Context: an optimization exercise on an open-source flow, tuned for small area and a short achievable clock period. The choices shown serve that exercise and are no tape-out recipe.
Only simulation tests tie the RTL to the original design; equivalence was not proved.

==> v25 <==
Design l2_cache, start of the top module:
module l2_cache (
    input  logic          clock,
    input  logic          reset,
    input  logic          req_valid,
    input  logic          req_write,
    input  l2_pkg::addr_t req_addr,
    input  l2_pkg::line_t req_data,
    output logic          resp_valid,
    output l2_pkg::addr_t resp_addr,
    output l2_pkg::line_t resp_data,
    output logic          busy,
    output logic          ar_valid,
    input  logic          ar_ready,
    output l2_pkg::addr_t ar_addr,
    input  logic          r_valid,
    output logic          r_ready,
    input  l2_pkg::line_t r_data,
    output logic          aw_valid,
    input  logic          aw_ready,
    output l2_pkg::addr_t aw_addr,
    output logic          w_valid,
    input  logic          w_ready,
    output l2_pkg::line_t w_data,
    input  logic          b_valid,
    output logic          b_ready
);
make LEC_CHECK=0 CAP_MARGIN=20 CORE_MARGIN=2 CORE_UTILIZATION=40 CTS_CLUSTER_DIAMETER=80 CTS_CLUSTER_SIZE=30 SETUP_SLACK_MARGIN=3.6 SLEW_MARGIN=20 TNS_END_PERCENT=30 finish   # period 7.0 ns
run.sh (not shown) runs the stock make flow with config.mk's settings and CLKGATE_MAP_FILE= SYNTH_SCRIPT=/design/flow/synth_recipe.tcl, a recipe that flattens the netlist after the stock synthesis.
==> v7 (differences from v25) <==
--- a/flow/design.v
+++ b/flow/design.v
@@ -107,13 +107,13 @@
     logic [1:0]    fill_state;           
     l2_pkg::line_t fill_line;
     logic [5:0]      lru [SETS];
     l2_pkg::addr_t   la;                 
     logic [SETS-1:0] la_oh;              
     logic [WAYS-1:0] rd_hit_w;           
-    logic [WAYS-1:0] rd_voh;             
+    logic [1:0]      rd_victim;          
     logic [WAYS-1:0][TB-1:0] rd_tag;     
     logic            rd_vdirty;          
     logic [NM-1:0] entry_valid, sent;
     l2_pkg::addr_t addrs [NM];
     logic [1:0]    free_idx, issue_idx, wait_idx;
     logic [1:0]    wb_state;             
@@ -147,41 +147,45 @@
         rd_oh = use_alt ? alt_oh : req_oh;
     end
     logic [WAYS-1:0][TB-1:0] a_tag;
     logic [WAYS-1:0] a_vld, a_drt, a_hit;
     logic [5:0]      a_lru;
     logic [1:0]      a_victim;
-    logic [WAYS-1:0] a_voh;
     logic            a_vdirty;
     always_comb begin
         a_lru = '0;
         for (int s = 0; s < SETS; s++) a_lru = a_lru | (lru[s] & {6{rd_oh[s]}});
         for (int w = 0; w < WAYS; w++)
             a_hit[w] = a_vld[w] && (a_tag[w] == rd_addr[16-1:SB]);
         a_victim = 2'd0;
         if ( a_lru[0] && !a_lru[3] && !a_lru[4]) a_victim = 2'd1;
         if ( a_lru[1] &&  a_lru[3] && !a_lru[5]) a_victim = 2'd2;
         if ( a_lru[2] &&  a_lru[4] &&  a_lru[5]) a_victim = 2'd3;
         a_vdirty = a_vld[a_victim] && a_drt[a_victim];
-        for (int w = 0; w < WAYS; w++) a_voh[w] = (a_victim == 2'(w));
     end
     logic [SB-1:0] set;
     logic [TB-1:0] ctag;
     assign set  = la[SB-1:0];
     assign ctag = la[16-1:SB];
-    logic [WAYS-1:0] way_oh;
-    logic            hit_any, need_wb;
+    logic [1:0] hit_way, way_sel;
+    logic       hit_any, need_wb;
+    always_comb begin
+        hit_way = 2'd0;
+        for (int w = 0; w < WAYS; w++)
+            if (rd_hit_w[w]) hit_way = 2'(w);
+    end
     assign hit_any = |rd_hit_w;
+    assign way_sel = hit_any ? hit_way : rd_victim;
     assign need_wb = !hit_any && rd_vdirty;
-    always_comb
-        for (int w = 0; w < WAYS; w++)
-            way_oh[w] = (rd_hit_w[w] && !(|(rd_hit_w >> (w + 1)))) || (!hit_any && rd_voh[w]);
+    logic [WAYS-1:0] way_oh;
     l2_pkg::line_t   rdata [WAYS];
     l2_pkg::line_t   sel_data;
     logic [TB-1:0]   sel_tag;
     always_comb begin
+        for (int w = 0; w < WAYS; w++)
+            way_oh[w] = (way_sel == 2'(w));
         sel_data = '0;
         sel_tag  = '0;
         for (int w = 0; w < WAYS; w++) begin
             sel_data = sel_data | (rdata[w]  & {LB{way_oh[w]}});
             sel_tag  = sel_tag  | (rd_tag[w] & {TB{way_oh[w]}});
         end
@@ -331,27 +335,29 @@
                 default: begin
                     if (b_valid) wb_state <= 2'd0;
                 end
             endcase
             for (int s = 0; s < SETS; s++) begin
                 if (resp_fire && la_oh[s]) begin
-                    if (way_oh[0]) lru[s][2:0] <= 3'b111;
-                    if (way_oh[1]) begin
-                        lru[s][0]   <= 1'b0;
-                        lru[s][4:3] <= 2'b11;
-                    end
-                    if (way_oh[2]) begin
-                        lru[s][1] <= 1'b0;
-                        lru[s][3] <= 1'b0;
-                        lru[s][5] <= 1'b1;
-                    end
-                    if (way_oh[3]) begin
-                        lru[s][2] <= 1'b0;
-                        lru[s][4] <= 1'b0;
-                        lru[s][5] <= 1'b0;
-                    end
+                    case (way_sel)
+                        2'd0: lru[s][2:0] <= 3'b111;
+                        2'd1: begin
+                            lru[s][0]   <= 1'b0;
+                            lru[s][4:3] <= 2'b11;
+                        end
+                        2'd2: begin
+                            lru[s][1] <= 1'b0;
+                            lru[s][3] <= 1'b0;
+                            lru[s][5] <= 1'b1;
+                        end
+                        default: begin
+                            lru[s][2] <= 1'b0;
+                            lru[s][4] <= 1'b0;
+                            lru[s][5] <= 1'b0;
+                        end
+                    endcase
                 end
             end
         end
     end
     always_ff @(posedge clock) begin
         q_addr <= q_addr_n;
@@ -361,13 +367,13 @@
         end
         if (!fill_busy) fill_line <= r_data;
         if (rd_ld) begin
             la        <= rd_addr;
             la_oh     <= rd_oh;
             rd_hit_w  <= a_hit;
-            rd_voh    <= a_voh;
+            rd_victim <= a_victim;
             rd_tag    <= a_tag;
             rd_vdirty <= a_vdirty;
         end
         for (int w = 0; w < WAYS; w++)
             dwr_q[w] <= (install && way_oh[w]) ? la_oh : '0;
         alt_addr <= (fill_state_n == 2'd1) ? head_addr : q_addr_n;
==> impl_metrics.ini <==
[outcome]
status = complete, no violations

[place]
place.detailed.instances = 18800

[timing]
worst_slack_ns = 3.39

[critical_path]
worst-path-stages = 7
worst-r2r-cell-count = 7

[global_route]
via_count_of_the_first_global_routing_pass = 122000

[final_layout]
final-seq-area_um2 = 167000

[logic_synthesis]
post_synth_and_or_nand_nor_area_fraction_pct = 3.97
[end of results for v25]
==> impl_metrics.ini <==
[critical_path]
worst-path-stages = 9
worst-r2r-cell-count = 8
worst_path_largest_cell_delay_ns = 0.93

[place]
place.detailed.instances = 18900

[cts]
clkTransAtPathRegs_ns = 0.10

[final_layout]
final-seq-area_um2 = 166000
layout_common_cells = 5224 x sky130_fd_sc_hd__edfxtp_1, 1489 x sky130_fd_sc_hd__a22oi_1, 630 x sky130_fd_sc_hd__a22o_1

[pwr]
comb_power_share_pct = 9.0

[timing]
worst_slack_ns = 3.49

[logic_synthesis]
post_synth_and_or_nand_nor_area_fraction_pct = 4.22
synth_enable_flop_cells = 5224

[global_route]
use_met2_pct = 43.0
via_count_of_the_first_global_routing_pass = 123000

[outcome]
status = complete, no violations
[end of results for v7]

## what the ideal ports hide
No port has a modelled driver above. Below, the same layouts with a new extraction and two added sets of constraints. Step 1: set_driving_cell puts a clkbuf_16 on clock and a buf_2 on each other input, an assumption about the parent block. Step 2 moves the port delays by t, midway between the first and last clock arrival at a register: inputs arrive t later, outputs are due t later. That takes back most of the time a late clock gives input paths. Slacks: no drivers / after step 1 / after step 2; pairs: no drivers / after step 1.
run	t, ns	slack for setup (ns)	worst setup path at the end	latest minus earliest clock arrival (ns)
v25	1.111	3.388 / 3.388 / 2.349	input to register	0.129 / 0.129
v7	1.132	3.495 / 3.388 / 2.361	input to register	0.159 / 0.159
After both steps setup and hold are still met in every run listed. For v7, which loses most, drivers alone change the setup slack by -0.107 ns; drivers and shift together by -1.134 ns.
